This design comes from an exercise in tuning for small area, a short achievable clock period and few clock cycles per item on the open sky130 flow, not from production work.
RTL that was checked went through simulation tests only; none was proved equivalent to the original.
Power is estimated from default activity; no workload was simulated.

## frame_index_extrapolation_mapper
module frame_index_extrapolation_mapper #(
    parameter int MAX_FRAMES = 65536
) (
    input  logic                                   aclk,
    input  logic                                   aresetn,
    input  logic                                   s_valid,
    output logic                                   s_ready,
    input  logic signed [fiem_pkg::FRAME_W-1:0]    s_frame_number,
    output logic                                   m_valid,
    input  logic                                   m_ready,
    output logic        [fiem_pkg::IDX_W-1:0]      m_stored_index,
    output logic                                   m_is_empty,
    input  logic                                   psel,
    input  logic                                   penable,
    input  logic                                   pwrite,
    input  logic        [fiem_pkg::ADDR_W-1:0]     paddr,
    input  logic        [fiem_pkg::DATA_W-1:0]     pwdata,
    output logic        [fiem_pkg::DATA_W-1:0]     prdata,
    output logic                                   pready
);
export LEC_CHECK = 0
export CAP_MARGIN = 20
export CORE_MARGIN = 2
export CORE_UTILIZATION = 65
export CTS_BUF_LIST = sky130_fd_sc_hd__clkbuf_16
export CTS_CLUSTER_DIAMETER = 100
export CTS_CLUSTER_SIZE = 30
export SETUP_SLACK_MARGIN = 2.0
export SLEW_MARGIN = 20
export BUFFER_PORTS_ARGS = -buffer_cell sky130_fd_sc_hd__buf_2
create_clock -name core_clock -period 5.5 [get_ports {aclk}]
standard.sh (not shown) runs the stock make flow with config.mk's settings and CLKGATE_MAP_FILE= SYNTH_SCRIPT=/design/flow/synth_recipe.tcl, a recipe that flattens the netlist after the stock synthesis.
==> flow/flow/run.sh <==
#!/bin/bash
# Layout flow: the standard flow, with the port buffers made from buf_2 cells instead of the
# cell buffer_ports picks by itself (a delay cell on this platform). Every port still gets a
# buffer. Each tool's full output goes to flow_standard.log in the work folder.
set -euo pipefail
printf '\nexport BUFFER_PORTS_ARGS = -buffer_cell sky130_fd_sc_hd__buf_2\n' >> config.mk
bash standard.sh > flow_standard.log 2>&1
The baseline finished clean.
Testbench counts at the start, summed over its fixed seeds: cycles 30,727, items 12,000.
Edit:
CTS_BUF_LIST = sky130_fd_sc_hd__clkbuf_8 sky130_fd_sc_hd__clkbuf_16   (was sky130_fd_sc_hd__clkbuf_16)
CTS_CLUSTER_DIAMETER = 60   (was 100)
CTS_CLUSTER_SIZE = 20   (was 30)
SETUP_SLACK_MARGIN = 1.9   (was 2.0)
Outcome: The new run ran to the end with no violations; worst hold slack is worse by 0.018 ns; register-to-register slack stays flat; non-clock buffer count falls by 8; utilization rises by 1.3 points; final cell count rises by 0.69%; clock-buffer cell count rises by 14; global-route usage rises by 0.92 points; total power rises by 10%; sequential share of layout area falls by 0.63 points; critical path depth falls by 7.
Edit:
CTS_BUF_LIST = sky130_fd_sc_hd__clkbuf_16   (was sky130_fd_sc_hd__clkbuf_8 sky130_fd_sc_hd__clkbuf_16)
CTS_CLUSTER_DIAMETER = 100   (was 60)
CTS_CLUSTER_SIZE = 30   (was 20)
SETUP_SLACK_MARGIN = 2.5   (was 1.9)
The changed run finished with timing, DRC and antenna clean.
Setup slack improved by 0.26 ns.
Maximum frequency increases by 7.8%.
Core utilization goes up by 5.2 points.
Wire length went up by 12%.
Edit:
SETUP_SLACK_MARGIN = 2.2   (was 2.5)
After rerunning: The new run passed the timing, design-rule and antenna checks; via count is lower by 5.2%; worst hold slack gains 0.0032 ns; design area is lower by 6.1%; sequential power hardly moves; setup slack loses 0.064 ns; final cell count is lower by 2.8%; routed wire length is lower by 9.7%; core utilization is lower by 4.8 points; power is lower by 9.9%.
Edit:
CTS_BUF_LIST = not set   (was sky130_fd_sc_hd__clkbuf_16)
CTS_CLUSTER_DIAMETER = not set   (was 100)
CTS_CLUSTER_SIZE = not set   (was 30)
SETUP_SLACK_MARGIN = 1.9   (was 2.2)
Result:
- sequential share of layout area barely changes
- power went up by 10%
- hold slack got worse by 0.018 ns
- design area stays flat
- via count went up by 0.31%
- register-to-register slack got worse by 0.096 ns

========
== red ==
frame_index_extrapolation_mapper, a different RTL version from the one above (not shown whole).
Size: roughly 2200 cells after synthesis, ~310 flip-flops, ~20000 um2 of cells after synthesis.
export LEC_CHECK = 0
export CAP_MARGIN = 20
export CORE_MARGIN = 2
export CORE_UTILIZATION = 55
export SETUP_SLACK_MARGIN = 1.9
export SLEW_MARGIN = 20
export BUFFER_PORTS_ARGS = -buffer_cell sky130_fd_sc_hd__buf_2
create_clock -name core_clock -period 5.5 [get_ports {aclk}]
Scripts as last shown in full above: flow/flow/run.sh
Input changes introduced in blue (baseline for comparison: red):
# red
export LEC_CHECK = 0
export CAP_MARGIN = 20
export CORE_MARGIN = 2
export CORE_UTILIZATION = 55
export SETUP_SLACK_MARGIN = 1.9
export SLEW_MARGIN = 20
export BUFFER_PORTS_ARGS = -buffer_cell sky130_fd_sc_hd__buf_2
create_clock -name core_clock -period 5.5 [get_ports {aclk}]
# blue
export LEC_CHECK = 0
export CAP_MARGIN = 20
export CORE_MARGIN = 2
export CORE_UTILIZATION = 65
export SETUP_SLACK_MARGIN = 1.9
export SLEW_MARGIN = 20
export BUFFER_PORTS_ARGS = -buffer_cell sky130_fd_sc_hd__buf_2
create_clock -name core_clock -period 5.5 [get_ports {aclk}]
Diff red -> blue: share of the core filled with cells has increased; detailed-route wire length on metal 1 saw a decrease; count of plain and timing-repair buffers in the layout saw an increase. blue ended with every stage complete and zero timing, DRC or antenna violations. The final layout from red, which completed every stage, passed the timing, design-rule and antenna checks at the end of the flow. Compared with red, blue shows worst hold slack lower by 0.0092 ns.
No run of this note included a check of the RTL's function; only the layout flow was run.

========
## the previous run
Another version of the RTL of frame_index_extrapolation_mapper (not shown whole).
For scale: about 330 flip-flops, ~21000 um2 of cells after synthesis.
export LEC_CHECK = 0
export CAP_MARGIN = 20
export CORE_MARGIN = 2
export CORE_UTILIZATION = 75
export SETUP_SLACK_MARGIN = 1.9
export SLEW_MARGIN = 20
export BUFFER_PORTS_ARGS = -buffer_cell sky130_fd_sc_hd__buf_2
create_clock -name core_clock -period 5.5 [get_ports {aclk}]
Scripts as last shown in full above: flow/flow/run.sh
Testbench counts of the previous run, summed over its fixed seeds: cycles 30,727, items 12,000.
The inputs of the current run differ from those of the previous run as listed below.
- a change of CORE_UTILIZATION from 75 to 65
## What came out
Routed wire in the current run totals less than in the previous run.
Diff the current run..the previous run | synthesized area per cell | unchanged
Delta (the current run minus the previous run): post-CTS repair timing setup buffer count grew by 3; top fanout value on the critical path went up; global-route met3 utilization down 1.5 points; final critical-path required period went down.
Global-route wire length before repair (lower): the current run

========
Another version of the RTL of frame_index_extrapolation_mapper (not shown whole).
Size: ~330 flip-flops, ~130 I/O pins, ~21000 um2 of cells after synthesis.
==> flow/design.v (excerpt) <==
module frame_index_extrapolation_mapper #(
    parameter int MAX_FRAMES = 65536
) (
    input  logic                                   aclk,
    input  logic                                   aresetn,
    input  logic                                   s_valid,
    output logic                                   s_ready,
    input  logic signed [fiem_pkg::FRAME_W-1:0]    s_frame_number,
    output logic                                   m_valid,
    input  logic                                   m_ready,
    output logic        [fiem_pkg::IDX_W-1:0]      m_stored_index,
    output logic                                   m_is_empty,
    input  logic                                   psel,
    input  logic                                   penable,
    input  logic                                   pwrite,
    input  logic        [fiem_pkg::ADDR_W-1:0]     paddr,
    input  logic        [fiem_pkg::DATA_W-1:0]     pwdata,
    output logic        [fiem_pkg::DATA_W-1:0]     prdata,
    output logic                                   pready
);
Settings: LEC_CHECK=0, CAP_MARGIN=20, CORE_MARGIN=2, CORE_UTILIZATION=65, SETUP_SLACK_MARGIN=2.0, SLEW_MARGIN=20; clock period 5.5 ns.
run.sh (not shown) runs the stock make flow with config.mk's settings and CLKGATE_MAP_FILE= SYNTH_SCRIPT=/design/flow/synth_recipe.tcl, a recipe that flattens the netlist after the stock synthesis.
Stock flow here: none of the scripts above is used.
The starting point completed without violations.
Change:
--- a/flow/config.mk
+++ b/flow/config.mk
@@ -11 +11 @@
-export SETUP_SLACK_MARGIN = 2.0
+export SETUP_SLACK_MARGIN = 1.6
Effect: Power goes down by 2.2%. Via count drops by 4.7%. Global-route usage drops by 1.0 points. Sequential cell count does not change. Die area does not change. Routed wire length goes down by 7.8%. Fmax went down by 1.5%.
No functional check of the RTL was part of any run of this note.

========
RTL: one of the versions met above, not the one the previous note started from.
Size: ~2200 cells after synthesis, ~130 I/O pins, ~21000 µm² of cells after synthesis.
==> flow/config.mk <==
export PLATFORM = sky130hd
export DESIGN_NAME = frame_index_extrapolation_mapper
export DESIGN_NICKNAME = frame_index_extrapolation_mapper
export VERILOG_FILES = /design/flow/design.v
export SDC_FILE = /design/flow/constraint.sdc
export NUM_CORES = 4
export LEC_CHECK = 0
export CAP_MARGIN = 20
export CORE_MARGIN = 2
export CORE_UTILIZATION = 65
export SETUP_SLACK_MARGIN = 1.7
export SLEW_MARGIN = 20

export BUFFER_PORTS_ARGS = -buffer_cell sky130_fd_sc_hd__buf_2
==> flow/constraint.sdc <==
create_clock -name core_clock -period 5.5 [get_ports {aclk}]
set_input_delay 1.1000 -clock core_clock [delete_from_list [all_inputs] [get_ports {aclk}]]
set_output_delay 1.1000 -clock core_clock [all_outputs]
set_load 0.01 [all_outputs]
standard.sh (not shown) runs the stock make flow with config.mk's settings and CLKGATE_MAP_FILE= SYNTH_SCRIPT=/design/flow/synth_recipe.tcl, a recipe that flattens the netlist after the stock synthesis.
Scripts as last shown in full above: flow/flow/run.sh
Testbench counts at the start, summed over its fixed seeds: cycles 30,727, items 12,000.
Next try:
Settings changed: CTS_BUF_LIST from default to sky130_fd_sc_hd__clkbuf_16, CTS_CLUSTER_DIAMETER from default to 100, CTS_CLUSTER_SIZE from default to 30, SETUP_SLACK_MARGIN 1.7 to 1.9.
=>
- The changed run finished with timing, DRC and antenna clean
- hold slack improved by 13 ps
- global-route usage fell by 0.80 points
- clock-buffer cell count fell by 32
- routed wire length fell by about 1.4%
- clock skew hardly moves
- cell area fell by 1.5%

========
## rev 12
frame_index_extrapolation_mapper, a different RTL version from the one above (not shown whole).
Size: about 2100 cells after synthesis, roughly 370 flip-flops, about 130 I/O pins, ~0.022 mm^2 of cells after synthesis.
Settings: LEC_CHECK=0, CAP_MARGIN=20, CORE_MARGIN=2, CORE_UTILIZATION=65, SETUP_SLACK_MARGIN=2.2, SLEW_MARGIN=20; clock period 5.5 ns.
run.sh (not shown) runs the stock make flow with config.mk's settings and CLKGATE_MAP_FILE= SYNTH_SCRIPT=/design/flow/synth_recipe.tcl, a recipe that flattens the netlist after the stock synthesis.
Stock flow here: none of the scripts above is used.
No stage failed in rev 12, and the final checks on the layout all came back clean.
Testbench counts of rev 12, summed over its fixed seeds: cycles 30,823, items 12,000.
Edits applied to the flow inputs when going from rev 12 to rev 13:
- SETUP_SLACK_MARGIN: 2.2 -> 1.2
## What came out
Clock network fraction of total power was higher in rev 13 than in rev 12.
Taking rev 12 as the reference point, the global-route usage of rev 13 falls by 4.1 points.
Comparing rev 12 and rev 13, final design utilization is higher on rev 12.
Between rev 12 and rev 13, the difference in clock net sink count is negligible.
Fraction of power consumed by combinational cells in rev 13 is 7.8 points lower than in rev 12
Diff rev 12 -> rev 13: flip-flop and latch count roughly the same; maximum frequency from static timing analysis roughly the same; overall power lower; worst clock skew on the final layout lower.

-- separate check: timing with driven ports --
How much do the figures lean on ideal ports? The routed layouts below were timed once more, with nothing changed but the port constraints.
Step 1: set_driving_cell puts a clkbuf_16 on aclk and a buf_2 on each other input, an assumption about the parent block.
Step 2 adds t to the input delays and takes it off the output delays; t is the mean of the earliest and latest rising clock arrival at the registers after step 1. Input paths then give back, and output paths get back, about the clock's delay inside the block.
Three values: ideal, step 1, step 2; two values: the first two.
run | t (ns) | slack for setup (ns) | worst register clock-pin slew, ns
the first run of note 1 | 0.562 | 2.047 / 2.047 / 1.665 | 0.12 / 0.12
the second run of note 1 | 0.617 | 1.964 / 1.941 / 1.551 | 0.08 / 0.08
the third run of note 1 | 0.572 | 2.220 / 2.220 / 1.818 | 0.11 / 0.11
the fourth run of note 1 | 0.556 | 2.156 / 2.156 / 1.760 | 0.11 / 0.11
the fifth run of note 1 | 0.565 | 1.970 / 1.947 / 1.620 | 0.06 / 0.06
red | 0.597 | 1.882 / 1.882 / 1.552 | 0.07 / 0.07
blue | 0.557 | 1.891 / 1.891 / 1.508 | 0.06 / 0.06
the previous run | 0.571 | 1.911 / 1.911 / 1.500 | 0.06 / 0.06
the current run | 0.574 | 1.977 / 1.955 / 1.570 | 0.06 / 0.06
the first run of note 4 | 0.587 | 1.096 / 1.096 / 1.096 | 0.07 / 0.07
the second run of note 4 | 0.579 | 1.027 / 1.027 / 1.027 | 0.07 / 0.07
the first run of note 5 | 0.565 | 1.871 / 1.871 / 1.444 | 0.06 / 0.06
the second run of note 5 | 0.565 | 1.961 / 1.939 / 1.641 | 0.12 / 0.12
rev 12 | 0.595 | 1.341 / 1.341 / 1.341 | 0.07 / 0.07
rev 13 | 0.577 | 1.333 / 1.323 / 1.323 | 0.07 / 0.07
After both steps every run listed still meets setup and hold. For the first run of note 5, which loses most, drivers alone change the setup slack by 0.000 ns; drivers and shift together by -0.427 ns.
